Background: an optimization exercise with open tools, aiming at small area, a short achievable clock period and few clock cycles per item. Do not read the settings as production practice.
In this exercise RTL edits were held to simulation tests only and were not proved equivalent to the original.
Power and IR drop assume default switching activity.

== P ==
// projection_char_segmenter
module projection_char_segmenter #(
    parameter int MAX_WIDTH  = pcs_pkg::MAX_WIDTH_DEF,
    parameter int MAX_HEIGHT = pcs_pkg::MAX_HEIGHT_DEF,
    parameter int NUM_CHARS  = pcs_pkg::NUM_CHARS_DEF
) (
    input  logic                                aclk,
    input  logic                                aresetn,
    input  logic                                s_valid,
    output logic                                s_ready,
    input  logic [pcs_pkg::PIXEL_W-1:0]         s_pixel,
    output logic                                m_valid,
    input  logic                                m_ready,
    output logic [pcs_pkg::CHAR_INDEX_W-1:0]    m_char_index,
    output logic [pcs_pkg::LEFT_W-1:0]          m_left,
    output logic [pcs_pkg::TOP_W-1:0]           m_top,
    output logic [pcs_pkg::BOX_WIDTH_W-1:0]     m_box_width,
    output logic [pcs_pkg::BOX_HEIGHT_W-1:0]    m_box_height,
    output logic                                m_last,
    input  logic                                cfg_valid,
    output logic                                cfg_ready,
    input  logic [pcs_pkg::CFG_INDEX_W-1:0]     cfg_index,
    input  logic [pcs_pkg::CFG_DATA_W-1:0]      cfg_data
);
Size in the first run: roughly 2600 cells after synthesis, ~63 I/O pins.
clock: 7.0 ns
lec_check: 0
cap_margin: 20
core_margin: 2
core_utilization: 80
cts_cluster_diameter: 80
cts_cluster_size: 24
place_density: 0.86
setup_slack_margin: 4.6
slew_margin: 20
tns_end_percent: 100
run.sh (not shown) runs the stock make flow with config.mk's settings and CLKGATE_MAP_FILE= SYNTH_SCRIPT=/design/flow/synth_recipe.tcl, a recipe that flattens the netlist after the stock synthesis.
P never completed; the flow aborted with a tool error in 4_1_cts.
Testbench counts of P, summed over its fixed seeds: cycles 349,737, images 160.
## Diff of input files: Q against P
Settings: SETUP_SLACK_MARGIN changed from 4.6 to 4.5; CORE_UTILIZATION changed from 80 to 65; PLACE_DENSITY changed from 0.86 to 0.72.
P: DPL-0033 in 4_1_cts -> run aborted
Q went all the way through synthesis, placement and routing and the layout is clean on timing, DRC and antenna.
Between Q and P, number of standard-cell rows in the floorplan is higher for Q, P comes in under that.
Re adder and majority gate portion of the synthesized area: no difference whatsoever between Q and P.
Overall die height: Q and P compared, higher one is Q
Q vs P — final weighted congestion in routability-driven placement dropped by a few percent
On width of the chip, the higher figure sits with Q, not P.
The sequential element share of the synthesized area on P is in line with that on Q.
Post-cts repair resize count was lower in the run labelled Q.
Compared with P, in Q total CTS buffers rose by 1.2%, sum of net half-perimeters after detailed placement fell by 36%.
Inputs modified between Q and R:
Settings: a change of SETUP_SLACK_MARGIN from 4.5 to 4.4; a change of CORE_UTILIZATION from 65 to 55; a deleted PLACE_DENSITY that had been 0.72.
Notes after the runs:
R vs. Q: power closely matched the old numbers; worst hold slack decreased by 0.017 ns relative to the old numbers.
R ends up with a worst path required time that is 1.82 ns higher than in Q.
[compare] base=Q new=R: layout-stage area growth over the synthesis result increased 0.73 points; number of standard cells in the final layout excluding fillers shows an increase of about 3.6%; number of vias per cell has decreased; post-route worst setup slack roughly the same; utilization shows a reduction of 11 points.
Side by side, power dissipated in combinational cells turned out higher in R than in Q.

---

## oak
projection_char_segmenter, a different RTL version from the one above (not shown whole).
For scale: roughly 1700 flip-flops, ~63 I/O pins.
Settings: LEC_CHECK=0, CAP_MARGIN=20, CORE_MARGIN=2, CORE_UTILIZATION=70, CTS_CLUSTER_DIAMETER=80, CTS_CLUSTER_SIZE=24, PLACE_DENSITY=0.78, SETUP_SLACK_MARGIN=4.6, SLEW_MARGIN=20, TNS_END_PERCENT=100; clock period 7.0 ns.
oak finished all stages; the layout is clean.
Testbench counts of oak, summed over its fixed seeds: cycles 349,737, images 160.
The inputs of pine differ from those of oak as listed below.
Settings: PLACE_DENSITY: 0.78 -> 0.72; CTS_CLUSTER_DIAMETER: 80 -> 60; CORE_UTILIZATION: 70 -> 65; SETUP_SLACK_MARGIN: 4.6 -> 4.5; CTS_CLUSTER_SIZE: 24 -> 32.
Findings:
- pine has completed all stages; timing, DRC and antenna checks passed.
- Hold slack: oak and pine compared, higher one is pine
- The highest layer used for signal routing comes out met4 in one run and met5 in the other, namely in pine and oak respectively.
- Comparing overall die width for oak and pine, the bigger number came from pine.
- pine against oak: number of buffers inserted by post-CTS setup repair down 17; post-route cell area decreased by 1.8% relative to the old numbers; number of synthesized register bits ~0 delta.
- Relative to oak, share of power burned in the clock network has decreased by 1.8 points in pine.
- Compared with oak, pine shows a lower post-detailed-route wirelength per cell.
- Changes observed in pine relative to oak: global-route usage lower; initial DRC count fell 52%; via count shows a reduction of 2376; power per cell area shows a reduction of about 1.3%.
For birch, these inputs were changed with respect to pine:
Settings: ABC_AREA: unset -> 1.
## What came out
- On total placed instance area, birch tracks pine almost exactly.
- Going from pine to birch, non-clock buffer count grew by 7, sequential cell area fraction in the yosys report held steady, minimum period implied by the final worst setup slack grew by 0.0048 ns.
- On top achievable clock speed, birch and pine are basically level.
What maple does differently from birch at the input level:
Settings: SETUP_SLACK_MARGIN: 4.5 -> 4.4; ABC_AREA: 1 -> unset.
Results
Going from birch to maple, logic gate share of total power fell by 0.3 points, total buffers and inverters traversed by the critical path rose by 1, maximum clock frequency stayed essentially flat, layout buffer count excluding clock buffers fell by about 9%.
Here is what was changed in the inputs of cedar compared with maple.
Settings: setting CTS_BUF_LIST to sky130_fd_sc_hd__clkbuf_4 sky130_fd_sc_hd__clkbuf_8 sky130_fd_sc_hd__clkbuf_16 for the first time; changing SETUP_SLACK_MARGIN from 4.4 to 4.5.
==> run summary <==
- Looking at cedar and maple, the multi-input combinational cell count is a wash.
- Of the two candidates, maple has the better sum of net half-perimeters after detailed placement and cedar the worse one.
- On final critical-path required period, cedar and maple are basically level.
- The register-to-register slack was comparable across cedar and maple.
- Comparing cedar with maple, the maximum frequency from static timing analysis came out essentially unchanged.
- Of cedar and maple, it is cedar that has the lower sequential share of layout area.
- cedar against maple: wire length on met3 went up 3.8%, layout overhead on the synthesized area grew by 0.50 points.
- Looking at cedar and maple, the share of the clock period used by the worst path after layout is a wash.
- Summary of cedar over maple: count of placed standard cells including taps essentially unchanged, cell area reported after detailed placement essentially unchanged.

---

== the baseline ==
Another version of the RTL of projection_char_segmenter (not shown whole).
For scale: ~2,600 cells after synthesis, roughly 63 I/O pins, ~41,000 sq um of cells after synthesis.
clock: 7.0 ns
lec_check: 0
cap_margin: 20
core_margin: 2
core_utilization: 68
cts_cluster_diameter: 60
cts_cluster_size: 28
place_density: 0.75
setup_slack_margin: 4.5
slew_margin: 20
tns_end_percent: 100
The baseline | status: complete | timing, DRC, antenna: pass
Testbench counts of the baseline, summed over its fixed seeds: cycles 346,855, images 160.
Changes in the candidate relative to the baseline:
# the baseline
export LEC_CHECK = 0
export CAP_MARGIN = 20
export CORE_MARGIN = 2
export CORE_UTILIZATION = 68
export CTS_CLUSTER_DIAMETER = 60
export CTS_CLUSTER_SIZE = 28
export PLACE_DENSITY = 0.75
export SETUP_SLACK_MARGIN = 4.5
export SLEW_MARGIN = 20
export TNS_END_PERCENT = 100
create_clock -name core_clock -period 7.0 [get_ports {aclk}]
# the candidate
export LEC_CHECK = 0
export CAP_MARGIN = 20
export CORE_MARGIN = 2
export CORE_UTILIZATION = 65
export CTS_CLUSTER_DIAMETER = 60
export CTS_CLUSTER_SIZE = 32
export PLACE_DENSITY = 0.72
export SETUP_SLACK_MARGIN = 4.5
export SLEW_MARGIN = 20
export TNS_END_PERCENT = 100
create_clock -name core_clock -period 7.0 [get_ports {aclk}]
Findings:
| total number of placement rows | higher: the candidate |. From the baseline to the candidate the numbers moved as follows: wire length per cell after detailed routing dropped about 8%, worst-case setup margin in the final layout saw an increase. Looking at core utilization, the candidate sits 3.5 points lower than the baseline does. Against the baseline, the candidate reports a count of clock-buffer cells in the layout that is lower. Of the baseline and the candidate, the run reporting the higher placed instance count was the candidate. Delta (the candidate minus the baseline): remaining max-slew budget at the tightest pin now larger, hold slack now smaller, fraction of area in registers now larger.

---

## 04-16
RTL: one of the versions met above, not the one the previous note started from.
Size: about 63 I/O pins, roughly 41000 um^2 of cells after synthesis.
export LEC_CHECK = 0
export CAP_MARGIN = 20
export CORE_MARGIN = 2
export CORE_UTILIZATION = 65
export CTS_CLUSTER_DIAMETER = 60
export CTS_CLUSTER_SIZE = 32
export PLACE_DENSITY = 0.72
export SETUP_SLACK_MARGIN = 4.6
export SLEW_MARGIN = 20
export TNS_END_PERCENT = 100
create_clock -name core_clock -period 7.0 [get_ports {aclk}]
04-16 finished every stage and its layout cleared the timing, design-rule and antenna checks.
Testbench counts of 04-16, summed over its fixed seeds: cycles 349,737, images 160.
## Diff of input files: 07-05 against 04-16
Settings: CTS_CLUSTER_SIZE now 24, was 32; CTS_CLUSTER_DIAMETER now 80, was 60; SETUP_SLACK_MARGIN now 4.5, was 4.6.
--- outcome ---
Across 04-16 and 07-05, the outcome is the same: a clean finish for every run.
From 04-16 to 07-05 the numbers moved as follows: global-route usage over all layers fell 0.63 points; maximum frequency from static timing analysis stayed essentially flat.
[diff] final critical-path setup slack, 07-05 relative to 04-16: regression
Higher power goes to 07-05 over 04-16.

-- separate check: timing with driven ports --
In the flow no input, the clock included, has a driving cell. The finished layouts below were timed again as built, in two steps. Step 1 assumes that a clkbuf_16 drives the clock port and a buf_2 every other input. Step 2 times the ports against the registers' clock, not the clock port: input delays grow and output delays shrink by t, the midpoint of the rising clock arrivals with the driver on. a / b / c = ideal / step 1 / step 2; a / b = the first two.
run	t (ns)	slack for setup (ns)	worst setup path at the end	latest minus earliest clock arrival (ns)	pins driven straight from the clock port
Q	0.698	4.301 / 4.238 / 3.826	input to register	0.033 / 0.033	1
R	0.703	4.304 / 4.267 / 3.664	input to register	0.040 / 0.040	1
oak	0.715	4.243 / 4.179 / 4.013	input to register	0.050 / 0.050	1
pine	0.680	4.401 / 4.350 / 3.873	input to register	0.042 / 0.041	1
birch	0.687	4.396 / 4.333 / 3.939	input to register	0.034 / 0.034	1
maple	0.670	4.392 / 4.350 / 3.845	input to register	0.047 / 0.048	1
cedar	0.680	4.392 / 4.361 / 3.886	input to register	0.040 / 0.041	1
the baseline	0.700	4.359 / 4.301 / 3.878	input to register	0.025 / 0.024	1
the candidate	0.681	4.396 / 4.338 / 3.836	input to register	0.038 / 0.038	1
04-16	0.681	4.410 / 4.349 / 4.010	input to register	0.051 / 0.051	1
07-05	0.691	4.406 / 4.350 / 3.888	input to register	0.029 / 0.029	1
After both steps every run listed still meets setup and hold. For R, which loses most, drivers alone change the setup slack by -0.037 ns; drivers and shift together by -0.640 ns.
